This design comes from an exercise in tuning for small area and a short achievable clock period on the open sky130 flow, not from production work.
In this exercise RTL edits were held to simulation tests only and were not proved equivalent to the original.
Power figures rest on the tool's default switching activity, not on a simulated workload.

$ cat flow/flow/run.sh
#!/bin/bash
# Own layout flow: the standard synthesis unchanged, then the standard
# ORFS steps with a few resizer and clock-tree settings changed:
#  - the resizer may swap a cell for any cell of the same function, not only
#    one with the same footprint (so port buffers and delay cells can become
#    plain buffers of the right size);
#  - ports are buffered with buf_4 instead of the default choice;
#  - clock-tree sink clusters of up to 25 sinks within 70 um, no dummy loads.
# Each step's full output goes to a log file in this folder.
set -euo pipefail
bash standard.sh synth > synth.log 2>&1
bash standard.sh \
  MATCH_CELL_FOOTPRINT=0 \
  "BUFFER_PORTS_ARGS=-buffer_cell sky130_fd_sc_hd__buf_4" \
  "CTS_ARGS=-sink_clustering_enable -repair_clock_nets -sink_clustering_size 25 -sink_clustering_max_diameter 70 -dont_use_dummy_load" \
  finish > layout.log 2>&1
$ cat flow/standard.sh
#!/bin/bash
# synth_recipe.tcl (not shown) runs the flow's synth.tcl, then flattens the netlist and writes it again
# the make line also repeats each setting of config.mk as NAME=value (left out here)
make -C /OpenROAD-flow-scripts/flow DESIGN_CONFIG=/design/flow/config.mk WORK_HOME=/design/flow/orfs CLKGATE_MAP_FILE= SYNTH_SCRIPT=/design/flow/synth_recipe.tcl "${@:-finish}"
$ cat flow/config.mk
export PLATFORM = sky130hd
export DESIGN_NAME = BackEnd
export DESIGN_NICKNAME = BackEnd
export VERILOG_FILES = /design/flow/design.v
export SDC_FILE = /design/flow/constraint.sdc
export NUM_CORES = 4
export LEC_CHECK = 0
export ABC_AREA = 1
export CAP_MARGIN = 20
export CORE_MARGIN = 2
export CORE_UTILIZATION = 40
export CTS_CLUSTER_DIAMETER = 70
export CTS_CLUSTER_SIZE = 25
export PLACE_DENSITY = 0.75
export SETUP_SLACK_MARGIN = 2.5
export SLEW_MARGIN = 20
export SYNTH_MEMORY_MAX_BITS = 16384
$ cat flow/constraint.sdc
create_clock -name core_clock -period 5.0 [get_ports {Clock}]
set_input_delay 1.0000 -clock core_clock [delete_from_list [all_inputs] [get_ports {Clock}]]
set_output_delay 1.0000 -clock core_clock [all_outputs]
set_load 0.01 [all_outputs]
$ cat flow/design.v
`default_nettype none
package BackEndPkg;
    localparam int DataMemWords = 64;
    localparam int DataMemAddrBits = $clog2(DataMemWords);
    localparam logic [31:0] LinkOffset = 32'd8;
    typedef enum logic [3:0] {
        AluAdd  = 4'd0,
        AluSub  = 4'd1,
        AluAnd  = 4'd2,
        AluOr   = 4'd3,
        AluXor  = 4'd4,
        AluNor  = 4'd5,
        AluSlt  = 4'd6,
        AluSltu = 4'd7,
        AluSll  = 4'd8,
        AluSrl  = 4'd9,
        AluSra  = 4'd10,
        AluLui  = 4'd11
    } AluOp;
    typedef enum logic [1:0] {
        SelWord = 2'd0,
        SelHalf = 2'd1,
        SelByte = 2'd2
    } ByteSel;
    typedef enum logic [1:0] {
        WbAlu  = 2'd0,
        WbMem  = 2'd1,
        WbLink = 2'd2
    } WbSrc;
    typedef struct packed {
        AluOp        Op;
        logic [31:0] OperandA;
        logic [31:0] OperandB;
        logic [31:0] StoreData;
        logic [31:0] Pc;
        logic [4:0]  RegDest;
        logic        RegWrite;
        logic        MemRead;
        logic        MemWrite;
        logic        SignedLoad;
        ByteSel      Width;
        WbSrc        Source;
    } IssueBundle;
    typedef struct packed {
        logic [31:0] AluResult;
        logic [31:0] StoreData;
        logic [31:0] Pc;
        logic [4:0]  RegDest;
        logic        RegWrite;
        logic        MemRead;
        logic        MemWrite;
        logic        SignedLoad;
        ByteSel      Width;
        WbSrc        Source;
    } ExMemBundle;
    typedef struct packed {
        logic [31:0] AluResult;
        logic [31:0] LoadData;
        logic [31:0] Pc;
        logic [4:0]  RegDest;
        logic        RegWrite;
        WbSrc        Source;
    } MemWbBundle;
    typedef struct packed {
        logic        Enable;
        logic [4:0]  Dest;
        logic [31:0] Data;
    } RegWritePort;
endpackage
`default_nettype wire
`default_nettype none
module BackEnd (
    input  wire logic         Clock,
    input  wire logic         rst,
    input  wire logic [144:0] Issue,
    input  wire logic         IssueValid,
    output wire logic [37:0]  WriteBack
);
    localparam int Words = BackEndPkg::DataMemWords;
    BackEndPkg::IssueBundle iss;
    assign iss = Issue;
    logic [31:0] opA, opB;
    assign opA = iss.OperandA;
    assign opB = iss.OperandB;
    logic        subtract;
    logic [31:0] addB;
    logic [31:0] sum;
    logic        carryIn;
    assign subtract = iss.Op == BackEndPkg::AluSub;
    assign addB     = opB ^ {32{subtract}};
    assign {sum, carryIn} = {opA, 1'b1} + {addB, subtract};
    logic signedCompare;
    logic lessThan;
    assign signedCompare = iss.Op == BackEndPkg::AluSlt;
    assign lessThan = {opA[31] ^ signedCompare, opA[30:0]} < {opB[31] ^ signedCompare, opB[30:0]};
    logic [4:0]  shamt;
    logic [31:0] shl, shr;
    logic [31:0] logicValue;
    assign shamt = opB[4:0];
    assign shl   = opA << shamt;
    assign shr   = 32'($signed({iss.Op[1] & opA[31], opA}) >>> shamt);
    always_comb begin
        case (iss.Op)
            BackEndPkg::AluOr:   logicValue = opA | opB;
            BackEndPkg::AluXor:  logicValue = opA ^ opB;
            BackEndPkg::AluNor:  logicValue = ~(opA | opB);
            BackEndPkg::AluSll:  logicValue = shl;
            BackEndPkg::AluSrl:  logicValue = shr;
            BackEndPkg::AluSra:  logicValue = shr;
            BackEndPkg::AluLui:  logicValue = {opB[15:0], 16'd0};
            default:             logicValue = opA & opB;
        endcase
    end
    logic useSum, useLess;
    assign useSum  = iss.Op == BackEndPkg::AluAdd || iss.Op == BackEndPkg::AluSub;
    assign useLess = iss.Op == BackEndPkg::AluSlt || iss.Op == BackEndPkg::AluSltu;
    logic [7:0] addressSum, addressDiff;
    assign addressSum  = opA[7:0] + opB[7:0];
    assign addressDiff = opA[7:0] - opB[7:0];
    logic [7:0] address;
    always_comb begin
        if (iss.Op == BackEndPkg::AluAdd)
            address = addressSum;
        else if (iss.Op == BackEndPkg::AluSub)
            address = addressDiff;
        else if (useLess)
            address = 8'd0;
        else
            address = logicValue[7:0];
    end
    logic        accept;
    logic        isLoad, isStore, isLink, isWord, isHalf, isByte;
    logic [1:0]  lane;
    logic [31:0] storeLanes;
    logic [31:0] otherValue;
    logic [Words-1:0] wordSel;
    assign accept  = IssueValid & ~rst;
    assign isLoad  = iss.MemRead;
    assign isStore = iss.MemWrite;
    assign isLink  = iss.Source == BackEndPkg::WbLink;
    assign isWord  = iss.Width == BackEndPkg::SelWord;
    assign isHalf  = iss.Width == BackEndPkg::SelHalf;
    assign isByte  = iss.Width == BackEndPkg::SelByte;
    assign lane    = address[1:0];
    always_comb begin
        case (iss.Width)
            BackEndPkg::SelHalf: storeLanes = {2{iss.StoreData[15:0]}};
            BackEndPkg::SelByte: storeLanes = {4{iss.StoreData[7:0]}};
            default:             storeLanes = iss.StoreData;
        endcase
    end
    always_comb begin
        if (isStore)
            otherValue = storeLanes;
        else if (isLink)
            otherValue = iss.Pc + BackEndPkg::LinkOffset;
        else
            otherValue = logicValue;
    end
    always_comb begin
        for (int w = 0; w < Words; w++)
            wordSel[w] = address[7:2] == 6'(w);
    end
    logic       selSum, selOther, selLess;
    logic       selHiLane;
    always_comb begin
        selSum    = ~isLoad & ~isLink & useSum;
        selLess   = ~isLoad & ~isLink & useLess;
        selOther  = ~isLoad & ~selSum & ~selLess;
        selHiLane = isLoad & isWord;
    end
    function automatic logic [15:0] decodeLane(input logic [1:0] ln, input logic load,
                                               input logic byteWide, input logic halfWide,
                                               input logic signedLoad);
        logic [3:0] laneWrite, sel0Lane, signLane;
        logic       sel1Lane1, sel1Lane3, fill1, fillHi;
        if (halfWide)
            laneWrite = ln[1] ? 4'b1100 : 4'b0011;
        else if (byteWide)
            laneWrite = 4'b0001 << ln;
        else
            laneWrite = 4'b1111;
        sel0Lane   = load ? (4'b0001 << ln) : 4'b0000;
        sel1Lane1  = load & ~byteWide & ~ln[1];
        sel1Lane3  = load & ~byteWide & ln[1];
        if (load & signedLoad & byteWide)
            signLane = 4'b0001 << ln;
        else if (load & signedLoad & halfWide)
            signLane = ln[1] ? 4'b1000 : 4'b0010;
        else
            signLane = 4'b0000;
        fill1      = load & byteWide;
        fillHi     = load & (byteWide | halfWide);
        decodeLane = {laneWrite, sel0Lane, sel1Lane1, sel1Lane3, signLane, fill1, fillHi};
    endfunction
    logic [15:0] laneDec, laneDecLess0, laneDecLess1, laneDecAddr;
    assign laneDecLess0 = decodeLane(2'd0, isLoad, isByte, isHalf, iss.SignedLoad);
    assign laneDecLess1 = decodeLane(2'd1, isLoad, isByte, isHalf, iss.SignedLoad);
    assign laneDecAddr  = decodeLane(lane, isLoad, isByte, isHalf, iss.SignedLoad);
    assign laneDec      = !useLess ? laneDecAddr : lessThan ? laneDecLess1 : laneDecLess0;
    logic [31:0]      mSum, mOther;
    logic             mLess;
    logic [Words-1:0] mWordSel;
    logic [3:0]       mLaneWrite;
    logic             mEnable;
    logic [4:0]       mDest;
    logic             mSelSum, mSelOther, mSelLess;
    logic             mSelHiLane;
    logic [3:0]       mSel0Lane;
    logic             mSel1Lane1, mSel1Lane3;
    logic [3:0]       mSignLane;
    logic             mFill1, mFillHi;
    always_ff @(posedge Clock) begin
        mLaneWrite  <= (accept & isStore) ? laneDec[15:12] : 4'b0000;
        mEnable     <= accept & iss.RegWrite & (iss.RegDest != 5'd0);
        mSum        <= sum;
        mOther      <= otherValue;
        mLess       <= lessThan;
        mWordSel    <= wordSel;
        mDest       <= iss.RegDest;
        mSelSum     <= selSum;
        mSelOther   <= selOther;
        mSelLess    <= selLess;
        mSelHiLane  <= selHiLane;
        {mSel0Lane, mSel1Lane1, mSel1Lane3, mSignLane, mFill1, mFillHi} <= laneDec[11:0];
    end
    logic [Words*32-1:0] memBits;
    always_ff @(posedge Clock) begin
        for (int w = 0; w < Words; w++) begin
            for (int l = 0; l < 4; l++) begin
                if (mWordSel[w] & mLaneWrite[l])
                    memBits[w*32 + l*8 +: 8] <= mOther[l*8 +: 8];
            end
        end
    end
    logic [31:0] readWord;
    always_comb begin
        readWord = 32'd0;
        for (int w = 0; w < Words; w++)
            readWord = readWord | ({32{mWordSel[w]}} & memBits[w*32 +: 32]);
    end
    logic [Words-1:0] wordSign;
    logic             sign;
    always_comb begin
        for (int w = 0; w < Words; w++)
            wordSign[w] = |(mSignLane & {memBits[w*32 + 31], memBits[w*32 + 23],
                                         memBits[w*32 + 15], memBits[w*32 + 7]});
    end
    assign sign = |(mWordSel & wordSign);
    logic [7:0]  r0, r1, r2, r3;
    logic [31:0] base, wbData;
    assign {r3, r2, r1, r0} = readWord;
    assign base = ({32{mSelSum}} & mSum) | ({32{mSelOther}} & mOther)
                | {31'd0, mSelLess & mLess};
    always_comb begin
        wbData[7:0]   = base[7:0]
                      | ({8{mSel0Lane[0]}} & r0) | ({8{mSel0Lane[1]}} & r1)
                      | ({8{mSel0Lane[2]}} & r2) | ({8{mSel0Lane[3]}} & r3);
        wbData[15:8]  = base[15:8]
                      | ({8{mSel1Lane1}} & r1) | ({8{mSel1Lane3}} & r3) | {8{mFill1 & sign}};
        wbData[23:16] = base[23:16] | ({8{mSelHiLane}} & r2) | {8{mFillHi & sign}};
        wbData[31:24] = base[31:24] | ({8{mSelHiLane}} & r3) | {8{mFillHi & sign}};
    end
    logic        wEnable;
    logic [4:0]  wDest;
    logic [31:0] wData;
    always_ff @(posedge Clock) begin
        wEnable <= mEnable & ~rst;
        wDest   <= mDest;
        wData   <= wbData;
    end
    BackEndPkg::RegWritePort writeBackPort;
    assign writeBackPort.Enable = wEnable;
    assign writeBackPort.Dest   = wDest;
    assign writeBackPort.Data   = wData;
    assign WriteBack = writeBackPort;
endmodule
`default_nettype wire
==> run notes, run 1 <==
- GRT Total Usage: 28.6%
- WL/cell: between 30 and 40 um
- Critical Path Fanout Max: 6
- Initial Utilization: 40.2%
- Core box area: 0.229 mm2
- Worst-path clk slew: 0.12 ns
- DR vias: 69,000
- Post-synth top area share: 66.7%
- CP arrival: about 3.6 ns
- Vias in the first global route: between 60,000 and 70,000
- Post-synth EDFFs: 2,048
- Sum Neg Setup Slack: 0 ns
- Cells after synthesis: slightly below 8,000
- Synth Register Bits: between 2,000 and 2,500
- Final setup vio count: 0
- Critical path class: flip-flop to flip-flop
- Adder-cell area share of the yosys netlist: under 10%
- Met3 routed WL: 56,800 um
- PD cells: 337 mW/mm2
- # H-tree levels: 3
- Xor and xnor fraction of the mapped netlist area: less than 1%
- Sw Share: 27.1%
- Layout cells sized above 1: 20.2%
- Setup crit end kind: flip-flop
- CP required: roughly 5.6 ns
- TritonCTS Buffers: roughly 110
- Prevailing post-synth register cell: edfxtp_1
- Skew-Pair Late Insertion Delay: 0.86 ns
- Crit-path slowest cell: a221oi_1
- Clock Skew: 0.126 ns
- IO Pins: 186
- DRT Pass-1 Iters: 9
- Remaining global-route overflow: 0
- Num rows: 176
- Total net switching power: approximately 10 mW
- Synth Area in Compound Gates: 6.93%
- Seq pwr share: 57.7%
- F_max: 331 MHz
- Top-count cell post-synth: nand2_1
- CP Launch Type: flip-flop
- Clock power frac: between 20% and 30%
- Non-filler cells in the finished layout: 11,300
- Syn Nets: between 8,000 and 9,000
- Via-to-Cell Ratio: 6.11
- Placed instance count: 10,700
- Routed WL: 357,000 um
- CTS tree: done
- Largest family of logic cells by synthesized area: simple AND/OR/NAND/NOR gates
- Placer Congestion: 1.04
- Largest net degree at the start of global routing: 70
- Final hold vios: 0
- Min Tclk post-route: 3.02 ns
- Hold Crit Class: flip-flop to flip-flop
- Commonest cells in the netlist: nand2_1, edfxtp_1, inv_1
- Clock Tree Buf Depth: 3
- Synth area leader: edfxtp_1
- Mux share of post-synthesis cell area: less than 1%
- Ys async rst share: 0%
- Leak Pwr: 39.6 nW
- Synth Area in Simple Gates: 15.3%
- Slowest cell delay on critical path: between 0.4 and 0.5 ns
- Cell area after synthesis: ~0.092 mm2
- First-pass GRT wire length: between 400,000 and 500,000 um
- Tightest Pin Transition: 0.980 ns
- Crit-path cells: clkbuf_4 > buf_4 > a221oi_1 > nand4_1 > nor4_2 > and2_4 > or2_2 > nand4_1
- Unrepaired setup endpoints after global routing: yes
- Slew Limit Headroom: a little over a third
- Final hold slack: 0.323 ns
- Nets: 8,542
- Status: complete, no violations
- MaxCap Viol Count: 0
- Residual DRC: 0
- Metal-1 WL: 122,000 um
- Routed wl met2: around 150,000 um
- DIE WIDTH: between 400 and 500 um
- Height of the die: 484 um
- Synth Warn #: 1
- Layout area overhead: 18.9%
- Cts hold-fix bufs: 0
- Post-Syn Area per Cell: 11.9 um2
- Root Driver: clkbuf_16
- Crit share post-route: 60.5%
- Final core occ: 47.8%
- Post-route ant nets: 0
- Sink Count: roughly 2,200
- Max rail drop VDD: ~0.00029 V
- Most frequent CP cell: nand4_1
- Int Power: 26.9 mW
- Initial antenna violation count: 19
- Synth unique cells: 62
- Die Area: 0.234 mm2
- Post-synthesis sequential area ratio: 70.9%
- Largest cells by area after synthesis: edfxtp_1, nand2_1, dfxtp_1
- # port buffers: between 150 and 200
- Starting DRC count in detailed routing: 12,500
- Max Slew Vio Count: 0
- Combinational share of power: between 15 and 20%
- Top routing layer in use: met5
- DP HPWL: ~230,000 um
- Filler cell count: 19,300
[flip-flops by register name, indices dropped and copies added, names as in the netlist, 4 cells and up]
signal,count
mSel0Lane,4
wDest,5
mSum,32
memBits,2048
wData,32
mDest,5
mSignLane,4
mWordSel,64
mLaneWrite,4
mOther,32
[kinds of logic (layout without fill, tap and decap cells)]
kind of cell / count (synthesis) / count (layout)
AO/OA/AOI/OAI: 916 / 916
XOR/XNOR: 74 / 74
adder cells (fa/ha/maj): 134 / 134
buffers and inverters: 1006 / 1532
flip-flops: 2241 / 2241
multiplexers: 3 / 3
other: 0 / 10
AND/OR/NAND/NOR: 3352 / 3358
[layout by cell type (no fill, tap or decap), drive strengths merged, types with 6 or more instances in the layout]
cell type,count
a2111oi,10
a211oi,14
a21oi,184
a221oi,173
a22o,201
a31oi,20
and2,8
buf,782
clkbuf,126
clkinv,10
clkinvlp,9
dfxtp,193
diode,10
edfxtp,2048
ha,132
inv,605
nand2,2316
nand3,254
nand4,325
nor2,308
nor3,51
nor4,60
o2111ai,7
o211ai,37
o21a,10
o21ai,202
o221ai,8
o22ai,27
o31ai,6
or2,25
xnor2,11
xor2,63
[final timing paths]
path,start,end,slack (ns),depth (start not counted)
max,mWordSel[25]$_DFF_P_,wData[16]$_DFF_P_,1.98,8
min,mDest[1]$_DFF_P_,wDest[1]$_DFF_P_,0.32,0
max reg2reg,mWordSel[25]$_DFF_P_,wData[16]$_DFF_P_,1.98,8
min reg2reg,mDest[1]$_DFF_P_,wDest[1]$_DFF_P_,0.32,0
[critical path, delay by kind of cell (launching register included)]
family,cells,cell delay [ns]
AOI/OAI and AO/OA,1,0.48
buffers and inverters,2,0.44
DFF,1,0.46
and+or+nand+nor,5,1.33
[per-layer routing]
layer | vias to the layer above | track usage [%]
met5 | - | 0
met4 | 21 | 15.9
met3 | 1370 | 9.05
met2 | 6291 | 42.5
met1 | 33000 | 37.0
li1 | 28300 | -
[power by group through the flow]
stage / Combinational [mW] / Clock (mW) / Sequential (mW)
2_1_floorplan: 1.76 / 0 / 21.9
4_1_cts: 4.98 / 9.49 / 21.3
5_1_grt: 6.07 / 10.1 / 21.3
3_3_place_gp: 4.19 / 0 / 21.8
3_5_place_dp: 4.22 / 0 / 21.8
6_report: 5.98 / 9.65 / 21.3
[what timing repair did]
action                                  4_1_cts  5_1_grt
cloned                                        7       18
resized for setup                           539      551
setup buffers                               231      173
pin swaps                                   171      285
endpoints found under the setup margin      167      152
[stage by stage]
stage | cell area, um2 | total power [mW] | worst slack [ns]
floorplan | 92700 | 23.7 | 1.77
global placement | 97800 | 26.0 | 0.936
detailed placement | 97800 | 26.0 | 0.969
CTS | 105000 | 35.8 | 2.24
global route | 110000 | 37.5 | 2.11
finish | 110000 | 36.9 | 1.98
[area by class of cell]
class	instances	area, um2	share of cell area, %
tap	3026	3790	3.45
inverter	617	2530	2.31
clock buffer	112	2800	2.56
multi-input combinational	4485	26800	24.5
antenna	10	25.0	0.0228
timing repair buffer	796	7930	7.23
timing repair inverter	7	70.1	0.0639
sequential	2241	65600	59.9
==> run 2, diff against run 1 <==
--- a/flow/config.mk
+++ b/flow/config.mk
@@ -11,7 +11,7 @@
 export CORE_UTILIZATION = 40
 export CTS_CLUSTER_DIAMETER = 70
 export CTS_CLUSTER_SIZE = 25
-export PLACE_DENSITY = 0.75
-export SETUP_SLACK_MARGIN = 2.5
+export PLACE_DENSITY = 0.6
+export SETUP_SLACK_MARGIN = 2.2
 export SLEW_MARGIN = 20
 export SYNTH_MEMORY_MAX_BITS = 16384
==> run notes, run 2 <==
- Status: complete, no violations (unchanged)
- Seq pwr share: 58.6% (was 57.7%)
- Initial Utilization: 40.2% (unchanged)
- Slew Limit Headroom: 26.9% (was 34.7%)
- Synth unique cells: 62 (unchanged)
- Layout area overhead: 13.4% (was 18.9%)
- Clock Tree Buf Depth: 3 (unchanged)
- Root Driver: clkbuf_16 (unchanged)
- Sink Count: 2,241 (unchanged)
- FF-to-FF path depth: 8 (unchanged)
- Post-route ant nets: 0 (unchanged)
- Final setup vio count: 0 (unchanged)
- Cts hold-fix bufs: 0 (unchanged)
- Placed instance count: 10,800 (was 10,700)
- Nets: 8,288 (was 8,542)
- DP HPWL: 243,000 um (was 227,000 um)
- First-pass GRT wire length: 490,000 um (was 477,000 um)
- Residual DRC: 0 (unchanged)
- Min Tclk post-route: 2.94 ns (was 3.02 ns)
- Crit share post-route: 58.8% (was 60.5%)
- DRT Pass-1 Iters: 6 (was 9)
- Prevailing post-synth register cell: edfxtp_1 (unchanged)
- Worst-path clk slew: 0.09 ns (was 0.12 ns)
- IO Pins: 186 (unchanged)
- Top reg by flops: memBits (unchanged)
- Sw Share: 27.0% (was 27.1%)
- Critical Path Fanout Max: 22 (was 6)
- F_max: 340 MHz (was 331 MHz)
- Commonest non-fill, non-tap cell in the layout: nand2_1 (unchanged)
- Starting DRC count in detailed routing: 11,700 (was 12,500)
- CP arrival: 3.66 ns (was 3.59 ns)
- Leak Pwr: 37.5 nW (was 39.6 nW)
- Final hold vios: 0 (unchanged)
- Clock power frac: 27.0% (was 26.1%)
- Ys async rst share: 0% (unchanged)
- Cells after synthesis: 7,726 (unchanged)
- CP Launch Type: flip-flop (unchanged)
- Largest cells by area after synthesis: edfxtp_1, nand2_1, dfxtp_1 (unchanged)
- Routed WL: 363,000 um (was 357,000 um)
- Largest net degree at the start of global routing: 68 (was 70)
- Filler cell count: 20,700 (was 19,300)
- CP required: 5.72 ns (was 5.56 ns)
- Hold path cells: 0 (unchanged)
- MaxCap Viol Count: 0 (unchanged)
- GRT Total Usage: 29.8% (was 28.6%)
- CTS tree: done (unchanged)
- Cell area after synthesis: 0.0921 mm2 (unchanged)
- Non-filler cells in the finished layout: 11,000 (was 11,300)
- Layout cells sized above 1: 13.9% (was 20.2%)
- WL/cell: 32.9 um (was 31.6 um)
- Int Power: 26.6 mW (was 26.9 mW)
- Core box area: 0.229 mm2 (unchanged)
- Critical path class: flip-flop to flip-flop (unchanged)
- DIE WIDTH: 484 um (unchanged)
- Setup crit end kind: flip-flop (unchanged)
- Hold Crit Class: flip-flop to flip-flop (unchanged)
- Via-to-Cell Ratio: 6.00 (was 6.11)
- Top flop regs: memBits (2048), mWordSel (64) (unchanged)
- Post-synthesis sequential area ratio: 70.9% (unchanged)
- Sum Neg Setup Slack: 0 ns (unchanged)
- Combinational share of power: 14.4% (was 16.2%)
- Synth area leader: edfxtp_1 (unchanged)
- PD cells: 349 mW/mm2 (was 337 mW/mm2)
- Top-count cell post-synth: nand2_1 (unchanged)
- Clock Skew: 0.176 ns (was 0.126 ns)
- Syn Nets: 8,008 (unchanged)
- Unrepaired setup endpoints after global routing: yes (unchanged)
- Synth Register Bits: 2,241 (unchanged)
- Max Slew Vio Count: 0 (unchanged)
- Synth Warn #: 1 (unchanged)
- Max reg flops: 2,048 (unchanged)
- Max rail drop VDD: 0.000343 V (was 0.000288 V)
- # port buffers: 185 (unchanged)
- Vias in the first global route: 60,900 (was 63,500)
- Remaining global-route overflow: 0 (unchanged)
- Post-Syn Area per Cell: 11.9 um2 (unchanged)
- # H-tree levels: 3 (unchanged)
- Skew-Pair Late Insertion Delay: 0.88 ns (was 0.86 ns)
- Commonest non-fill, non-tap cells in the layout: nand2_1, edfxtp_1, inv_1, buf_4, nand4_1 (was nand2_1, edfxtp_1, buf_4, inv_1, nand4_1)
- Post-synth top area share: 66.7% (unchanged)
- Post-synth EDFFs: 2,048 (unchanged)
- TritonCTS Buffers: 116 (was 112)
- Initial antenna violation count: 21 (was 19)
- Height of the die: 484 um (unchanged)
- Placer Congestion: 1.02 (was 1.04)
- Commonest cells in the netlist: nand2_1, edfxtp_1, inv_1 (unchanged)
- Die Area: 0.234 mm2 (unchanged)
- Tightest Pin Transition: 1.09 ns (was 0.980 ns)
- Num rows: 176 (unchanged)
- Total net switching power: 9.84 mW (was 10.0 mW)
- DR vias: 66,300 (was 69,000)
## run 2: cell counts after synthesis
No cell type changed its count.
## run 2: logic make-up after synthesis
kind of cell             count (synthesis)  synth area share, %
AND/OR/NAND/NOR                       3352                 15.3
flip-flops                            2241                 70.9
AO/OA/AOI/OAI                          916                 6.93
multiplexers                             3               0.0326
buffers and inverters                 1006                 4.22
XOR/XNOR                                74                0.703
adder cells (fa/ha/maj)                134                 1.84
## run 2: area by class of cell
class,count,area [um2],area share [%]
Antenna cell,10,25.0,0.0239
Clock buffer,116,2900,2.78
Inverter,617,2460,2.35
Multi-Input combinational cell,4482,24800,23.7
Sequential cell,2241,65600,62.8
Tap cell,3026,3790,3.62
Timing Repair Buffer,546,4900,4.69
Timing Repair inverter,2,22.5,0.0216
## run 2: path summary, 6_finish.rpt
path | from | slack (ns) | endpoint
worst max-delay path | mWordSel[7]$_DFF_P_ | 2.06 | wData[2]$_DFF_P_
worst min-delay path | mDest[3]$_DFF_P_ | 0.32 | wDest[3]$_DFF_P_
worst max register to register | mWordSel[7]$_DFF_P_ | 2.06 | wData[2]$_DFF_P_
worst min register to register | mDest[3]$_DFF_P_ | 0.32 | wDest[3]$_DFF_P_
## run 2: power groups by stage
stage	Clock, mW	Sequential, mW	Combinational (mW)
CTS	9.87	21.4	4.65
detailed placement	0	21.8	4.39
finish	9.85	21.4	5.23
global placement	0	21.8	4.39
global route	10.4	21.4	5.38
floorplan	0	21.9	1.75
## run 2: stage by stage
step	util [%]	total power [mW]	cell area [um2]	hold WS, ns	worst slack, ns
floorplan	-	23.7	92500	0.310	1.77
global placement	42.7	26.2	97900	0.310	0.587
detailed placement	42.7	26.2	97900	0.313	0.730
CTS	44.6	35.9	102000	0.326	2.12
global route	45.5	37.2	104000	0.329	2.09
finish	45.5	36.4	104000	0.325	2.06
## run 2: worst max-delay path, cell delays in order (launching register included)
cell and delay [ns]:
dfxtp_4 0.46, buf_4 0.30, a22o_1 0.33, inv_1 0.10
nand4_1 0.12, nor4_1 0.31, nand4_1 0.67, nand2_2 0.33
nand3_2 0.18
## run 2: what timing repair did
item,in CTS,in global routing
resized for setup,238,266
buffers inserted,62,79
pin swaps,43,137
setup endpoints to repair,147,125
gates cloned,0,11
## run 2: metal layers
metal / global-route usage, % / vias up / routed length (um)
met1: 41.6 / 33000 / 140000
met5: 0 / - / 76
met2: 44.0 / 4835 / 157000
met3: 7.13 / 739 / 47300
li1: - / 27700 / -
met4: 13.3 / 12 / 18700
==> run 3, diff against run 2 <==
--- a/flow/config.mk
+++ b/flow/config.mk
@@ -12,6 +12,6 @@
 export CTS_CLUSTER_DIAMETER = 70
 export CTS_CLUSTER_SIZE = 25
 export PLACE_DENSITY = 0.6
-export SETUP_SLACK_MARGIN = 2.2
+export SETUP_SLACK_MARGIN = 2.5
 export SLEW_MARGIN = 20
 export SYNTH_MEMORY_MAX_BITS = 16384
==> run notes, run 3 <==
- Worst-path clk slew: 0.10 ns (was 0.09 ns)
- CTS tree: done (unchanged)
- Clock Tree Buf Depth: 3 (unchanged)
- Routed WL: 376,000 um (was 363,000 um)
- Commonest cells in the netlist: nand2_1, edfxtp_1, inv_1 (unchanged)
- Core box area: 0.229 mm2 (unchanged)
- DRT Pass-1 Iters: 6 (unchanged)
- Pre-CTS setup slack: 0.954 ns (was 0.730 ns)
- Top-count cell post-synth: nand2_1 (unchanged)
- Final hold slack: 0.323 ns (was 0.325 ns)
- Initial Utilization: 40.2% (unchanged)
- Slowest cell delay on critical path: 0.55 ns (was 0.67 ns)
- Root Driver: clkbuf_16 (unchanged)
- Critical path class: flip-flop to flip-flop (unchanged)
- Post-synth top area share: 66.7% (unchanged)
- Post-synthesis sequential area ratio: 70.9% (unchanged)
- Critical Path Fanout Max: 8 (was 22)
- Post-route ant nets: 0 (unchanged)
- Int Power: 27.2 mW (was 26.6 mW)
- TritonCTS Buffers: 121 (was 116)
- CP Launch Type: flip-flop (unchanged)
- Vias in the first global route: 62,700 (was 60,900)
- Cells after synthesis: 7,726 (unchanged)
- Unrepaired setup endpoints after global routing: yes (unchanged)
- DR vias: 67,900 (was 66,300)
- Slew Limit Headroom: 18.3% (was 26.9%)
- Top reg by flops: memBits (unchanged)
- Via-to-Cell Ratio: 6.01 (was 6.00)
- Starting DRC count in detailed routing: 11,700 (about the same)
- Crit-path cells: buf_4 > buf_4 > a22o_1 > inv_1 > nand4_1 > nor2_1 > nand4_1 > nand2_2 > nand3b_1 (was buf_4 > a22o_1 > inv_1 > nand4_1 > nor4_1 > nand4_1 > nand2_2 > nand3_2)
- DIE WIDTH: 484 um (unchanged)
- Largest cells by area after synthesis: edfxtp_1, nand2_1, dfxtp_1 (unchanged)
- Synth unique cells: 62 (unchanged)
- Placer Congestion: 0.977 (was 1.02)
- Max rail drop VDD: 0.000348 V (was 0.000343 V)
- Residual DRC: 0 (unchanged)
- GRT Total Usage: 30.9% (was 29.8%)
- Tightest Pin Transition: 1.23 ns (was 1.09 ns)
- WL/cell: 33.3 um (was 32.9 um)
- Num rows: 176 (unchanged)
- Leak Pwr: 39.6 nW (was 37.5 nW)
- Sink Count: 2,241 (unchanged)
- Height of the die: 484 um (unchanged)
- Top flop regs: memBits (2048), mWordSel (64) (unchanged)
- Synth Register Bits: 2,241 (unchanged)
- Ys async rst share: 0% (unchanged)
- Max reg flops: 2,048 (unchanged)
- Hold Crit Class: flip-flop to flip-flop (unchanged)
- Total power: 37.5 mW (was 36.4 mW)
- Crit share post-route: 56.0% (was 58.8%)
- Total net switching power: 10.3 mW (was 9.84 mW)
- PD cells: 343 mW/mm2 (was 349 mW/mm2)
- Layout area overhead: 18.6% (was 13.4%)
- Min Tclk post-route: 2.80 ns (was 2.94 ns)
- F_max: 357 MHz (was 340 MHz)
- Cts hold-fix bufs: 0 (unchanged)
- Cell area after synthesis: 0.0921 mm2 (unchanged)
- Initial antenna violation count: 22 (was 21)
- Final setup vio count: 0 (unchanged)
- Sum Neg Setup Slack: 0 ns (unchanged)
- # H-tree levels: 3 (unchanged)
- Die Area: 0.234 mm2 (unchanged)
- Combinational share of power: 16.0% (was 14.4%)
- IO Pins: 186 (unchanged)
- Seq pwr share: 57.0% (was 58.6%)
- Synth area leader: edfxtp_1 (unchanged)
- Nets: 8,553 (was 8,288)
- First-pass GRT wire length: 506,000 um (was 490,000 um)
- Final hold vios: 0 (unchanged)
- CP arrival: 3.49 ns (was 3.66 ns)
- Sw Share: 27.4% (was 27.0%)
- Commonest non-fill, non-tap cell in the layout: nand2_1 (unchanged)
- Syn Nets: 8,008 (unchanged)
- DP HPWL: 247,000 um (was 243,000 um)
- Status: complete, no violations (unchanged)
- Clock power frac: 27.0% (about the same)
- CP required: 5.69 ns (was 5.72 ns)
- Layout cells sized above 1: 19.9% (was 13.9%)
- Remaining global-route overflow: 0 (unchanged)
- Commonest non-fill, non-tap cells in the layout: nand2_1, edfxtp_1, buf_4, inv_1, nand4_1 (was nand2_1, edfxtp_1, inv_1, buf_4, nand4_1)
- MaxCap Viol Count: 0 (unchanged)
- Max Slew Vio Count: 0 (unchanged)
- Skew-Pair Late Insertion Delay: 0.87 ns (was 0.88 ns)
- Prevailing post-synth register cell: edfxtp_1 (unchanged)
- Post-synth EDFFs: 2,048 (unchanged)
- Synth Warn #: 1 (unchanged)
- Setup crit end kind: flip-flop (unchanged)
- Clock Skew: 0.172 ns (was 0.176 ns)
- Crit-path slowest cell: nand4_1 (unchanged)
- Final WS setup: 2.20 ns (was 2.06 ns)
- Final core occ: 47.6% (was 45.5%)
- # port buffers: 185 (unchanged)
- Post-Syn Area per Cell: 11.9 um2 (unchanged)
- Largest net degree at the start of global routing: 66 (was 68)
run 3: cell counts after synthesis:
Identical to the previous run, type by type.
run 3: final cells by class:
class                      count  area, um2
fill                       20400     120000
clock buffer                 121       3030
sequential                  2241      65700
timing repair inverter         4       36.3
tap                         3026       3790
antenna                        7       17.5
timing repair buffer         801       7850
inverter                     617       2520
multi-input combinational   4485      26400
run 3: worst paths after layout:
kind | startpoint | to | slack (ns) | depth (start not counted)
worst max-delay path | mWordSel[13]$_DFF_P_ | wData[6]$_DFF_P_ | 2.20 | 9
worst min-delay path | mDest[0]$_DFF_P_ | wDest[0]$_DFF_P_ | 0.32 | 0
worst max register to register | mWordSel[13]$_DFF_P_ | wData[6]$_DFF_P_ | 2.20 | 9
worst min register to register | mDest[0]$_DFF_P_ | wDest[0]$_DFF_P_ | 0.32 | 0
run 3: power by group through the flow:
| stage | sequential, mW | clock, mW | combinational, mW |
|---|---|---|---|
| floorplan | 21.9 | 0 | 1.76 |
| global placement | 21.8 | 0 | 4.41 |
| detailed placement | 21.8 | 0 | 4.42 |
| CTS | 21.3 | 10.1 | 5.29 |
| global route | 21.4 | 10.7 | 6.15 |
| finish | 21.3 | 10.1 | 6.01 |
run 3: routing by layer:
layer | GRT usage (%) | routed length (um) | vias up
met4 | 13.5 | 19600 | 12
met5 | 0 | 69 | -
met1 | 42.9 | 143000 | 34000
li1 | - | - | 28300
met3 | 7.69 | 50200 | 786
met2 | 45.9 | 163000 | 4823
run 3: logic make-up (layout without fill, tap and decap cells):
logic type,Yosys count,count (layout),share of synthesized area [%]
mux,3,3,0.0326
compound gates,916,916,6.93
xor+xnor,74,74,0.703
fa+ha+maj,134,134,1.84
simple gates,3352,3358,15.3
other cells,0,7,0
buf+inv,1006,1543,4.22
flops,2241,2241,70.9
run 3: critical path: cells and delay by family (launching register included):
kind            cells  cell delay [ns]
buf+inv             3             0.52
compound gates      1             0.24
flops               1             0.44
simple gates        5             1.48
run 3: repair_timing:
item / 4_1_cts / 5_1_grt
gates cloned: 19 / 13
setup buffers: 218 / 143
pin swaps: 166 / 239
gates resized for setup: 547 / 460
endpoints found under the setup margin: 364 / 148
run 3: stage by stage:
step	area (um2)	cells
4_1_cts	106000	11100
3_3_place_gp	98100	10800
6_report	109000	11300
2_1_floorplan	92700	7726
5_1_grt	109000	11300
3_5_place_dp	98100	10800
==> run 4, diff against run 3 <==
--- a/flow/design.v
+++ b/flow/design.v
@@ -86,7 +86,7 @@
     logic [31:0] addB;
     logic [31:0] sum;
     logic        carryIn;
-    assign subtract = iss.Op == BackEndPkg::AluSub;
+    assign subtract = iss.Op[0];
     assign addB     = opB ^ {32{subtract}};
     assign {sum, carryIn} = {opA, 1'b1} + {addB, subtract};
     logic signedCompare;
==> run notes, run 4 <==
- Met3 routed WL: 61,700 um (was 50,200 um)
- Critical path class: flip-flop to flip-flop (unchanged)
- Crit-path slowest cell: dfxtp_4 (was nand4_1)
- Num rows: 178 (was 176)
- DR vias: 72,100 (was 67,900)
- Critical Path Fanout Max: 9 (was 8)
- Skew-Pair Late Insertion Delay: 0.86 ns (was 0.87 ns)
- Via-to-Cell Ratio: 6.14 (was 6.01)
- Slew Limit Headroom: 32.1% (was 18.3%)
- Residual DRC: 0 (unchanged)
- Synth Warn #: 1 (unchanged)
- Worst-path clk slew: 0.09 ns (was 0.10 ns)
- Hold Crit Class: input port to flip-flop (was flip-flop to flip-flop)
- Core box area: 0.235 mm2 (was 0.229 mm2)
- Syn Nets: 8,376 (was 8,008)
- Hold path cells: 1 (was 0)
- Slowest cell delay on critical path: 0.46 ns (was 0.55 ns)
- Worst hold start: Issue[10] (was mDest[0]$_DFF_P_)
- Status: complete, no violations (unchanged)
- Tightest Pin Transition: 1.02 ns (was 1.23 ns)
- Filler cell count: 20,800 (was 20,400)
- Largest family of logic cells by synthesized area: simple AND/OR/NAND/NOR gates (unchanged)
- Metal-1 WL: 160,000 um (was 143,000 um)
- Largest cells by area after synthesis: edfxtp_1, nand2_1, dfxtp_1 (unchanged)
- Total net switching power: 10.6 mW (was 10.3 mW)
- GRT Total Usage: 33.6% (was 30.9%)
- Synth area leader: edfxtp_1 (unchanged)
- Top-count cell post-synth: nand2_1 (unchanged)
- Ys async rst share: 0% (unchanged)
- DP HPWL: 273,000 um (was 247,000 um)
- Commonest cells in the netlist: nand2_1, edfxtp_1, inv_1 (unchanged)
- Synth Area in Compound Gates: 7.88% (was 6.93%)
- R2r endpoint: wData[8]$_DFF_P_ (was wData[6]$_DFF_P_)
- Root Driver: clkbuf_16 (unchanged)
- Xor and xnor fraction of the mapped netlist area: 0.708% (was 0.703%)
- Mux share of post-synthesis cell area: 0.0426% (was 0.0326%)
- Leak Pwr: 40.1 nW (was 39.6 nW)
- Nets: 8,853 (was 8,553)
- Initial Utilization: 40.1% (was 40.2%)
- Commonest non-fill, non-tap cells in the layout: nand2_1, edfxtp_1, inv_1, buf_4, nand4_1 (was nand2_1, edfxtp_1, buf_4, inv_1, nand4_1)
- Crit share post-route: 54.5% (was 56.0%)
- Routed WL: 420,000 um (was 376,000 um)
- Layout area overhead: 18.4% (was 18.6%)
- Clock power frac: 27.8% (was 27.0%)
- Max Slew Vio Count: 0 (unchanged)
- Largest net degree at the start of global routing: 66 (unchanged)
- Layout cells sized above 1: 18.5% (was 19.9%)
- Combinational share of power: 16.3% (was 16.0%)
- # port buffers: 185 (unchanged)
- Top routing layer in use: met5 (unchanged)
- CP required: 5.62 ns (was 5.69 ns)
- Commonest non-fill, non-tap cell in the layout: nand2_1 (unchanged)
- Final hold slack: 0.309 ns (was 0.323 ns)
- Vias in the first global route: 64,300 (was 62,700)
- # H-tree levels: 4 (was 3)
- FF-to-FF path depth: 10 (was 9)
- Remaining global-route overflow: 0 (unchanged)
- Post-synthesis sequential area ratio: 69.5% (was 70.9%)
- Sink Count: 2,241 (unchanged)
- IO Pins: 186 (unchanged)
- Register-to-register setup slack: 2.27 ns (was 2.20 ns)
- Placer Congestion: 1.05 (was 0.977)
- Sw Share: 27.6% (was 27.4%)
- Min Tclk post-route: 2.73 ns (was 2.80 ns)
- TritonCTS Buffers: 132 (was 121)
- Seq pwr share: 55.9% (was 57.0%)
- Post-synth top area share: 65.4% (was 66.7%)
- PD cells: 344 mW/mm2 (was 343 mW/mm2)
- Unrepaired setup endpoints after global routing: yes (unchanged)
- CP arrival: 3.35 ns (was 3.49 ns)
- Family with the most delay on the worst path: simple AND/OR/NAND/NOR gates (unchanged)
- Initial antenna violation count: 28 (was 22)
- Synth unique cells: 65 (was 62)
- Cell area after synthesis: 0.0941 mm2 (was 0.0921 mm2)
- Max rail drop VDD: 0.000308 V (was 0.000348 V)
- Adder-cell area share of the yosys netlist: 1.80% (was 1.84%)
- Die Area: 0.239 mm2 (was 0.234 mm2)
- Crit-path cells: buf_12 > buf_12 > a221oi_4 > nand4_1 > nor2_2 > nand4_1 > nor2_4 > o211ai_1 > nor2_1 > nand2_2 (was buf_4 > buf_4 > a22o_1 > inv_1 > nand4_1 > nor2_1 > nand4_1 > nand2_2 > nand3b_1)
- Prevailing post-synth register cell: edfxtp_1 (unchanged)
- Final setup vio count: 0 (unchanged)
- Routed wl met2: 174,000 um (was 163,000 um)
- Clock Skew: 0.133 ns (was 0.172 ns)
- Final hold vios: 0 (unchanged)
- Post-synth EDFFs: 2,048 (unchanged)
- Max reg flops: 2,048 (unchanged)
- WHS Endpoint: mDest[2]$_DFF_P_ (was wDest[0]$_DFF_P_)
- Final WS setup: 2.27 ns (was 2.20 ns)
- Setup crit end kind: flip-flop (unchanged)
- F_max: 367 MHz (was 357 MHz)
- Reg-to-Reg Start: mWordSel[2]$_DFF_P_ (was mWordSel[13]$_DFF_P_)
- Synth Register Bits: 2,241 (unchanged)
- DIE WIDTH: 489 um (was 484 um)
- Cts hold-fix bufs: 0 (unchanged)
- WL/cell: 35.8 um (was 33.3 um)
- Sum Neg Setup Slack: 0 ns (unchanged)
- Buffers & Inverters on Critical Path: 2 (was 3)
- Synth Area in Simple Gates: 15.7% (was 15.3%)
- MaxCap Viol Count: 0 (unchanged)
- Post-route ant nets: 0 (unchanged)
- CTS tree: done (unchanged)
- Post-Syn Area per Cell: 11.6 um2 (was 11.9 um2)
- Int Power: 27.7 mW (was 27.2 mW)
- Cells after synthesis: 8,094 (was 7,726)
- Height of the die: 489 um (was 484 um)
- Clock Tree Buf Depth: 3 (unchanged)
- First-pass GRT wire length: 548,000 um (was 506,000 um)
- Top reg by flops: memBits (unchanged)
- Starting DRC count in detailed routing: 13,000 (was 11,700)
- Top flop regs: memBits (2048), mWordSel (64) (unchanged)
- Pre-CTS setup slack: 1.07 ns (was 0.954 ns)
- CP Launch Type: flip-flop (unchanged)
- DRT Pass-1 Iters: 9 (was 6)
## run 4: cell types whose count changed in the layout (fill, tap and decap cells not counted), sizes merged, moves of 19 or more
cell    delta
inv       +29
o211ai    +19
a211oi    +28
nand2     +86
nand3     +60
a21oi     +32
nand4     -43
buf       -55
nor2      +61
## run 4: final cells by class
class | count | area (um2) | share of cell area, %
flip-flops and latches | 2241 | 65700 | 59.0
inverters | 641 | 2510 | 2.25
well taps | 3150 | 3940 | 3.54
diodes | 19 | 47.5 | 0.0427
multi-input cells | 4796 | 27900 | 25.0
clock buffers | 132 | 3300 | 2.97
repair buffers | 753 | 7930 | 7.12
repair inverters | 6 | 78.8 | 0.0708
## run 4: logic make-up (layout without fill, tap and decap cells)
kind of cell	count (synthesis)	in the layout
and+or+nand+nor	3515	3519
other	0	19
muxes	4	4
xor gates and xnor gates	76	76
buffers and inverters	1061	1532
adders and majority gates	134	134
DFF	2241	2241
AOI/OAI and AO/OA	1063	1063
## run 4: repair_timing
item                                    CTS  global route
resized for setup                       442           509
cloned                                   15            21
buffers inserted                        170           160
endpoints found under the setup margin  242           137
pin swaps                               108           238
## run 4: routing by layer
metal / vias to the layer above / global-route usage, %
li1: 29500 / -
met5: - / 0
met3: 934 / 9.97
met4: 10 / 14.8
met2: 5808 / 47.8
met1: 35900 / 47.4
## run 4: worst max-delay path by stage
stage	start	end	slack, ns	cells after the start
after floorplan	Issue[78]	mSum[20]$_DFF_P_	1.61	17
after global placement	Issue[77]	mWordSel[8]$_DFF_P_	1.06	18
after detailed placement	Issue[77]	mWordSel[2]$_DFF_P_	1.07	18
after CTS	mWordSel[42]$_DFF_P_	wData[8]$_DFF_P_	2.34	10
after global routing	mWordSel[8]$_DFF_P_	wData[2]$_DFF_P_	2.26	11
final	mWordSel[2]$_DFF_P_	wData[8]$_DFF_P_	2.27	10
## run 4: power by group through the flow
stage               Clock (mW)  Sequential (mW)  Combinational [mW]
finish                    10.7             21.4                6.24
global route              11.2             21.4                6.35
CTS                       10.6             21.4                5.33
detailed placement           0             21.9                4.63
global placement             0             21.9                4.63
floorplan                    0             21.9                1.91
## run 4: per-stage QoR
stage | util [%] | power, mW | area, um2 | instances
after CTS | 45.6 | 37.3 | 107000 | 11500
after global placement | 42.6 | 26.5 | 100000 | 11200
final | 47.5 | 38.3 | 111000 | 11700
after global routing | 47.5 | 38.9 | 111000 | 11700
after detailed placement | 42.6 | 26.5 | 100000 | 11200
after floorplan | - | 23.8 | 94600 | 8094
==> run 5, diff against run 4 <==
--- a/flow/config.mk
+++ b/flow/config.mk
@@ -8,7 +8,7 @@
 export ABC_AREA = 1
 export CAP_MARGIN = 20
 export CORE_MARGIN = 2
-export CORE_UTILIZATION = 40
+export CORE_UTILIZATION = 45
 export CTS_CLUSTER_DIAMETER = 70
 export CTS_CLUSTER_SIZE = 25
 export PLACE_DENSITY = 0.6
==> run notes, run 5 <==
- Cells after synthesis: 8,094 (unchanged)
- # port buffers: 185 (unchanged)
- Max Slew Vio Count: 0 (unchanged)
- Max rail drop VDD: 0.000345 V (was 0.000308 V)
- Top flop regs: memBits (2048), mWordSel (64) (unchanged)
- Hold path cells: 0 (was 1)
- Tightest Pin Transition: 1.04 ns (was 1.02 ns)
- Syn Nets: 8,376 (unchanged)
- Top-count cell post-synth: nand2_1 (unchanged)
- Starting DRC count in detailed routing: 12,400 (was 13,000)
- Crit-path slowest cell: nand4_1 (was dfxtp_4)
- Crit path capture: wData[3]$_DFF_P_ (was wData[8]$_DFF_P_)
- Synth Register Bits: 2,241 (unchanged)
- Max reg flops: 2,048 (unchanged)
- Height of the die: 461 um (was 489 um)
- Slew Limit Headroom: 30.7% (was 32.1%)
- CTS tree: done (unchanged)
- DRT Pass-1 Iters: 8 (was 9)
- Core box area: 0.207 mm2 (was 0.235 mm2)
- Register-to-register setup slack: 2.25 ns (was 2.27 ns)
- Post-route ant nets: 0 (unchanged)
- Commonest non-fill, non-tap cell in the layout: nand2_1 (unchanged)
- WL/cell: 36.9 um (was 35.8 um)
- Synth Warn #: 1 (unchanged)
- Top reg by flops: memBits (unchanged)
- Critical Path Fanout Max: 6 (was 9)
- Initial Utilization: 45.3% (was 40.1%)
- Combinational share of power: 15.8% (was 16.3%)
- Seq pwr share: 56.5% (was 55.9%)
- Final setup vio count: 0 (unchanged)
- Crit share post-route: 55.0% (was 54.5%)
- Int Power: 27.5 mW (was 27.7 mW)
- Layout area overhead: 17.6% (was 18.4%)
- R2r endpoint: wData[3]$_DFF_P_ (was wData[8]$_DFF_P_)
- CP required: 5.63 ns (was 5.62 ns)
- Final hold vios: 0 (unchanged)
- GRT Total Usage: 38.4% (was 33.6%)
- Die Area: 0.213 mm2 (was 0.239 mm2)
- Initial antenna violation count: 20 (was 28)
- Vias in the first global route: 64,200 (was 64,300)
- Slowest cell delay on critical path: 0.55 ns (was 0.46 ns)
- Prevailing post-synth register cell: edfxtp_1 (unchanged)
- Synth unique cells: 65 (unchanged)
- Critical path class: flip-flop to flip-flop (unchanged)
- Status: complete, no violations (unchanged)
- Root Driver: clkbuf_16 (unchanged)
- Min Tclk post-route: 2.75 ns (was 2.73 ns)
- Final WS setup: 2.25 ns (was 2.27 ns)
- Post-synth EDFFs: 2,048 (unchanged)
- Filler cell count: 17,700 (was 20,800)
- Largest cells by area after synthesis: edfxtp_1, nand2_1, dfxtp_1 (unchanged)
- Layout cells sized above 1: 18.2% (was 18.5%)
- F_max: 363 MHz (was 367 MHz)
- DP HPWL: 280,000 um (was 273,000 um)
- Ys async rst share: 0% (unchanged)
- Clock Tree Buf Depth: 3 (unchanged)
- DR vias: 71,200 (was 72,100)
- Final hold slack: 0.319 ns (was 0.309 ns)
- Clock Skew: 0.130 ns (was 0.133 ns)
- Setup crit end kind: flip-flop (unchanged)
- Sw Share: 27.4% (was 27.6%)
- First-pass GRT wire length: 552,000 um (was 548,000 um)
- FF-to-FF path depth: 8 (was 10)
- Placer Congestion: 0.996 (was 1.05)
- Reg-to-Reg Start: mWordSel[29]$_DFF_P_ (was mWordSel[2]$_DFF_P_)
- Total power: 38.0 mW (was 38.3 mW)
- IO Pins: 186 (unchanged)
- Leak Pwr: 40.1 nW (about the same)
- Cell area after synthesis: 0.0941 mm2 (unchanged)
- Unrepaired setup endpoints after global routing: yes (unchanged)
- PD cells: 343 mW/mm2 (was 344 mW/mm2)
- Sink Count: 2,241 (unchanged)
- DIE WIDTH: 461 um (was 489 um)
- Synth area leader: edfxtp_1 (unchanged)
- Num rows: 167 (was 178)
- Residual DRC: 0 (unchanged)
- MaxCap Viol Count: 0 (unchanged)
- Post-synthesis sequential area ratio: 69.5% (unchanged)
- Hold Crit Class: flip-flop to flip-flop (was input port to flip-flop)
- Clock power frac: 27.7% (was 27.8%)
- # H-tree levels: 4 (unchanged)
- Pre-CTS setup slack: 0.737 ns (was 1.07 ns)
- Largest net degree at the start of global routing: 66 (unchanged)
- CP Launch Type: flip-flop (unchanged)
- Total net switching power: 10.4 mW (was 10.6 mW)
- Post-synth top area share: 65.4% (unchanged)
- Commonest cells in the netlist: nand2_1, edfxtp_1, inv_1 (unchanged)
- Routed WL: 420,000 um (about the same)
- Remaining global-route overflow: 0 (unchanged)
- Via-to-Cell Ratio: 6.27 (was 6.14)
- Crit. Startpoint: mWordSel[29]$_DFF_P_ (was mWordSel[2]$_DFF_P_)
- Sum Neg Setup Slack: 0 ns (unchanged)
- CP arrival: 3.38 ns (was 3.35 ns)
- Crit-path cells: buf_4 > nand2_1 > nand4_1 > nor4_2 > nand4_1 > nand2_1 > o21a_1 > nand3_2 (was buf_12 > buf_12 > a221oi_4 > nand4_1 > nor2_2 > nand4_1 > nor2_4 > o211ai_1 > nor2_1 > nand2_2)
- Cts hold-fix bufs: 0 (unchanged)
- Worst-path clk slew: 0.10 ns (was 0.09 ns)
- Post-Syn Area per Cell: 11.6 um2 (unchanged)
- Skew-Pair Late Insertion Delay: 0.85 ns (was 0.86 ns)
- TritonCTS Buffers: 130 (was 132)
- Nets: 8,846 (was 8,853)
- Commonest non-fill, non-tap cells in the layout: nand2_1, edfxtp_1, inv_1, buf_4, nand4_1 (unchanged)
-- run 5: cell counts after synthesis --
Identical to the previous run, type by type.
-- run 5: critical path: cells and delay by family (launching register included) --
family          cells  cell delay (ns)
flops               1             0.47
compound gates      1             0.19
simple gates        6             1.67
buf+inv             1             0.22
-- run 5: cell type report --
| cell class | count | area, um2 | share of cell area, % |
|---|---|---|---|
| Clock buffer | 130 | 3250 | 2.94 |
| Multi-Input combinational cell | 4797 | 27600 | 25.0 |
| Timing Repair Buffer | 750 | 7910 | 7.15 |
| Antenna cell | 12 | 30.0 | 0.0271 |
| Timing Repair inverter | 3 | 46.3 | 0.0419 |
| Inverter | 641 | 2560 | 2.31 |
| Sequential cell | 2241 | 65700 | 59.4 |
| Tap cell | 2788 | 3490 | 3.15 |
-- run 5: timing repair --
action	in CTS	in global routing
setup buffers	197	131
gates cloned	9	21
setup endpoints to repair	180	163
gates resized for setup	505	428
pin swaps	84	218
hold endpoints to repair	0	0
-- run 5: cell families after synthesis --
kind of cell	count (synthesis)	share of synthesized area [%]
fa+ha+maj	134	1.80
compound gates	1063	7.88
xor+xnor	76	0.708
buf+inv	1061	4.39
flops	2241	69.5
simple gates	3515	15.7
mux	4	0.0426
-- run 5: how the worst min path moves through the flow --
stage                           from                to  slack [ns]
floorplan           mDest[0]$_DFF_P_  wDest[0]$_DFF_P_        0.31
global placement    mDest[3]$_DFF_P_  wDest[3]$_DFF_P_        0.31
detailed placement  mDest[0]$_DFF_P_  wDest[0]$_DFF_P_        0.31
CTS                        Issue[10]  mDest[2]$_DFF_P_        0.28
global route               Issue[12]  mDest[4]$_DFF_P_        0.31
finish              mDest[1]$_DFF_P_  wDest[1]$_DFF_P_        0.32
-- run 5: stage by stage --
stage | cell area, um2 | utilization, % | instances
finish | 111000 | 53.3 | 11400
global route | 111000 | 53.3 | 11400
CTS | 107000 | 51.6 | 11200
detailed placement | 99500 | 48.0 | 10900
global placement | 99500 | 48.0 | 10900
floorplan | 94600 | - | 8094
-- run 5: power by group through the flow --
stage | clock network [mW] | registers [mW] | logic [mW]
6_report | 10.5 | 21.4 | 5.99
5_1_grt | 11.1 | 21.4 | 6.14
4_1_cts | 10.5 | 21.4 | 5.28
3_5_place_dp | 0 | 21.9 | 4.62
3_3_place_gp | 0 | 21.9 | 4.62
2_1_floorplan | 0 | 21.9 | 1.91
-- run 5: routing by layer --
metal	GRT usage, %	vias to the layer above	part of all wire, %
met2	56.1	5097	43
met5	0	-	0.0062
met3	8.62	864	12
met4	18.0	4	6.0
met1	54.4	35800	39
li1	-	29500	-
==> run 6, diff against run 5 <==
--- a/flow/config.mk
+++ b/flow/config.mk
@@ -11,7 +11,7 @@
 export CORE_UTILIZATION = 45
 export CTS_CLUSTER_DIAMETER = 70
 export CTS_CLUSTER_SIZE = 25
-export PLACE_DENSITY = 0.6
+export PLACE_DENSITY = 0.65
 export SETUP_SLACK_MARGIN = 2.5
 export SLEW_MARGIN = 20
 export SYNTH_MEMORY_MAX_BITS = 16384
==> run notes, run 6 <==
- Synth Area in Simple Gates: 15.7% (unchanged)
- Largest net degree at the start of global routing: 66 (unchanged)
- DIE WIDTH: 461 um (unchanged)
- Residual DRC: 0 (unchanged)
- Crit-path cells: buf_8 > buf_4 > nand2_1 > nand4_1 > a211oi_2 > nand3_2 > nor4_4 > buf_6 > nor2_1 > nor2_4 > nand3_2 (was buf_4 > nand2_1 > nand4_1 > nor4_2 > nand4_1 > nand2_1 > o21a_1 > nand3_2)
- Largest family of logic cells by synthesized area: simple AND/OR/NAND/NOR gates (unchanged)
- CTS tree: done (unchanged)
- Starting DRC count in detailed routing: 12,100 (was 12,400)
- Critical Path Fanout Max: 15 (was 6)
- Max Slew Vio Count: 0 (unchanged)
- Min Tclk post-route: 2.68 ns (was 2.75 ns)
- Status: complete, no violations (unchanged)
- Top flop regs: memBits (2048), mWordSel (64) (unchanged)
- Synth area leader: edfxtp_1 (unchanged)
- Commonest non-fill, non-tap cell in the layout: nand2_1 (unchanged)
- Buffers & Inverters on Critical Path: 3 (was 1)
- Final WS setup: 2.32 ns (was 2.25 ns)
- Setup crit end kind: flip-flop (unchanged)
- Int Power: 27.6 mW (was 27.5 mW)
- Final setup vio count: 0 (unchanged)
- Clock power frac: 27.9% (was 27.7%)
- DRT Pass-1 Iters: 6 (was 8)
- Slew Limit Headroom: 31.6% (was 30.7%)
- Via-to-Cell Ratio: 6.31 (was 6.27)
- Max reg flops: 2,048 (unchanged)
- Most frequent CP cell: nand3_2
- Pre-CTS setup slack: 1.11 ns (was 0.737 ns)
- Synth unique cells: 65 (unchanged)
- Routed WL: 417,000 um (was 420,000 um)
- Layout cells sized above 1: 17.4% (was 18.2%)
- GRT Total Usage: 38.1% (was 38.4%)
- Largest cells by area after synthesis: edfxtp_1, nand2_1, dfxtp_1 (unchanged)
- IO Pins: 186 (unchanged)
- Total net switching power: 10.5 mW (was 10.4 mW)
- Adder-cell area share of the yosys netlist: 1.80% (unchanged)
- Clock Skew: 0.114 ns (was 0.130 ns)
- Crit share post-route: 53.6% (was 55.0%)
- Initial antenna violation count: 26 (was 20)
- Final hold slack: 0.305 ns (was 0.319 ns)
- Xor and xnor fraction of the mapped netlist area: 0.708% (unchanged)
- CP required: 5.70 ns (was 5.63 ns)
- MaxCap Viol Count: 0 (unchanged)
- Synth Warn #: 1 (unchanged)
- Final core occ: 52.8% (was 53.3%)
- Commonest cells in the netlist: nand2_1, edfxtp_1, inv_1 (unchanged)
- Synth Register Bits: 2,241 (unchanged)
- DR vias: 71,400 (was 71,200)
- Synth Area in Compound Gates: 7.88% (unchanged)
- TritonCTS Buffers: 132 (was 130)
- Final hold vios: 0 (unchanged)
- First-pass GRT wire length: 549,000 um (was 552,000 um)
- Top-count cell post-synth: nand2_1 (unchanged)
- CP arrival: 3.38 ns (about the same)
- Top reg by flops: memBits (unchanged)
- Post-synthesis sequential area ratio: 69.5% (unchanged)
- Post-synth EDFFs: 2,048 (unchanged)
- Prevailing post-synth register cell: edfxtp_1 (unchanged)
- Seq pwr share: 56.2% (was 56.5%)
- Unrepaired setup endpoints after global routing: yes (unchanged)
- Vias in the first global route: 65,200 (was 64,200)
- Post-route ant nets: 0 (unchanged)
- Crit-path slowest cell: a211oi_2 (was nand4_1)
- # H-tree levels: 4 (unchanged)
- Total power: 38.1 mW (was 38.0 mW)
- Layout area overhead: 16.5% (was 17.6%)
- Tightest Pin Transition: 1.03 ns (was 1.04 ns)
- Sink Count: 2,241 (unchanged)
- Syn Nets: 8,376 (unchanged)
- Core box area: 0.207 mm2 (unchanged)
- Remaining global-route overflow: 0 (unchanged)
- Die Area: 0.213 mm2 (unchanged)
- CP Launch Type: flip-flop (unchanged)
- Sum Neg Setup Slack: 0 ns (unchanged)
- Cell area after synthesis: 0.0941 mm2 (unchanged)
- Nets: 8,798 (was 8,846)
- Slowest cell delay on critical path: 0.43 ns (was 0.55 ns)
- Height of the die: 461 um (unchanged)
- Post-Syn Area per Cell: 11.6 um2 (unchanged)
- Ys async rst share: 0% (unchanged)
- PD cells: 348 mW/mm2 (was 343 mW/mm2)
- Placer Congestion: 1.02 (was 0.996)
- Sw Share: 27.5% (was 27.4%)
- Hold Crit Class: input port to flip-flop (was flip-flop to flip-flop)
- Post-synth top area share: 65.4% (unchanged)
- # port buffers: 185 (unchanged)
- Skew-Pair Late Insertion Delay: 0.87 ns (was 0.85 ns)
- Num rows: 167 (unchanged)
- Initial Utilization: 45.3% (unchanged)
- Mux share of post-synthesis cell area: 0.0426% (unchanged)
- Commonest non-fill, non-tap cells in the layout: nand2_1, edfxtp_1, inv_1, buf_4, nand4_1 (unchanged)
- Family with the most delay on the worst path: simple AND/OR/NAND/NOR gates (unchanged)
- Clock Tree Buf Depth: 3 (unchanged)
- Cells after synthesis: 8,094 (unchanged)
- F_max: 373 MHz (was 363 MHz)
- Leak Pwr: 39.7 nW (was 40.1 nW)
- DP HPWL: 278,000 um (was 280,000 um)
- Worst-path clk slew: 0.09 ns (was 0.10 ns)
- Max rail drop VDD: 0.000352 V (was 0.000345 V)
- WL/cell: 36.8 um (was 36.9 um)
- Root Driver: clkbuf_16 (unchanged)
- Critical path class: flip-flop to flip-flop (unchanged)
- Combinational share of power: 16.0% (was 15.8%)
run 6: cell counts after synthesis:
Identical to the previous run, type by type.
run 6: timing repair:
action,CTS,global route
hold buffers,0,0
setup buffers,173,114
gates cloned,17,6
setup endpoints to repair,158,133
resized for setup,422,393
pin swaps,81,207
run 6: power groups by stage:
| stage | combinational, mW | sequential, mW | clock [mW] |
|---|---|---|---|
| after floorplan | 1.91 | 21.9 | 0 |
| after global placement | 4.62 | 21.9 | 0 |
| after detailed placement | 4.62 | 21.9 | 0 |
| after CTS | 5.34 | 21.4 | 10.6 |
| after global routing | 6.19 | 21.4 | 11.1 |
| final | 6.08 | 21.4 | 10.6 |
run 6: routing by layer:
metal	track usage (%)	vias to the layer above	share of wire, %
li1	-	29400	-
met1	51.7	35300	37
met2	55.7	5585	42
met3	10.3	1116	13
met4	20.5	16	6.9
met5	0.276	-	0.041
run 6: cell families (layout without fill, tap and decap cells):
logic type	Yosys count	after routing
DFF	2241	2241
xor gates and xnor gates	76	76
buffers and inverters	1061	1477
other	0	11
AOI/OAI and AO/OA	1063	1063
and+or+nand+nor	3515	3519
muxes	4	4
adders and majority gates	134	134
run 6: final cells by class:
type | instances | area, um2
Timing Repair inverter | 2 | 21.3
Tap cell | 2788 | 3490
Antenna cell | 11 | 27.5
Clock buffer | 132 | 3300
Fill cell | 17600 | 97900
Inverter | 641 | 2540
Multi-Input combinational cell | 4796 | 27400
Sequential cell | 2241 | 65700
Timing Repair Buffer | 702 | 7160
run 6: path summary, 6_finish.rpt:
check,from,end,slack [ns],cells past startpoint
max,mWordSel[31]$_DFF_P_,wData[0]$_DFF_P_,2.32,11
min,Issue[11],mDest[3]$_DFF_P_,0.30,1
max reg2reg,mWordSel[31]$_DFF_P_,wData[0]$_DFF_P_,2.32,11
min reg2reg,mDest[0]$_DFF_P_,wDest[0]$_DFF_P_,0.33,0
run 6: worst reg2reg max path, cell delays in order (launching register included):
cell and delay, ns:
dfxtp_4 0.40, buf_8 0.20, buf_4 0.21, nand2_1 0.06, nand4_1 0.15, a211oi_2 0.43
nand3_2 0.22, nor4_4 0.33, buf_6 0.21, nor2_1 0.09, nor2_4 0.14, nand3_2 0.14
run 6: stage by stage:
stage | instance area [um2] | instances
4_1_cts | 107000 | 11200
6_report | 110000 | 11300
3_3_place_gp | 99500 | 10900
2_1_floorplan | 94600 | 8094
3_5_place_dp | 99500 | 10900
5_1_grt | 110000 | 11300

[what the ideal ports hide]
How much do the figures lean on ideal ports? The routed layouts below were timed once more, with nothing changed but the port constraints.
Step 1, drivers: a clkbuf_16 drives Clock and a buf_2 each remaining input, both assumed.
Step 2 times the ports against the registers' clock, not the clock port: input delays grow and output delays shrink by t, the midpoint of the rising clock arrivals with the driver on.
Slacks: no drivers / after step 1 / after step 2; pairs: no drivers / after step 1.
run | t, ns | setup slack, ns | hold WS [ns] | latest minus earliest clock arrival (ns) | cell pins on the clock port's net
run 1 | 0.889 | 1.976 / 1.976 / 1.209 | 0.323 / 0.267 / 0.323 | 0.130 / 0.130 | 1
run 2 | 0.874 | 2.059 / 2.059 / 1.295 | 0.325 / 0.308 / 0.325 | 0.178 / 0.178 | 1
run 3 | 0.897 | 2.200 / 2.200 / 1.423 | 0.323 / 0.306 / 0.323 | 0.182 / 0.182 | 1
run 4 | 0.903 | 2.274 / 2.274 / 1.376 | 0.309 / 0.231 / 0.325 | 0.133 / 0.134 | 1
run 5 | 0.892 | 2.249 / 2.165 / 1.273 | 0.319 / 0.253 / 0.319 | 0.132 / 0.133 | 1
run 6 | 0.920 | 2.319 / 2.265 / 1.345 | 0.305 / 0.225 / 0.328 | 0.124 / 0.125 | 1
After both steps setup and hold are still met in every run listed. The setup slack of run 5, which loses most, moves by -0.084 ns with the drivers and by -0.976 ns with both steps.
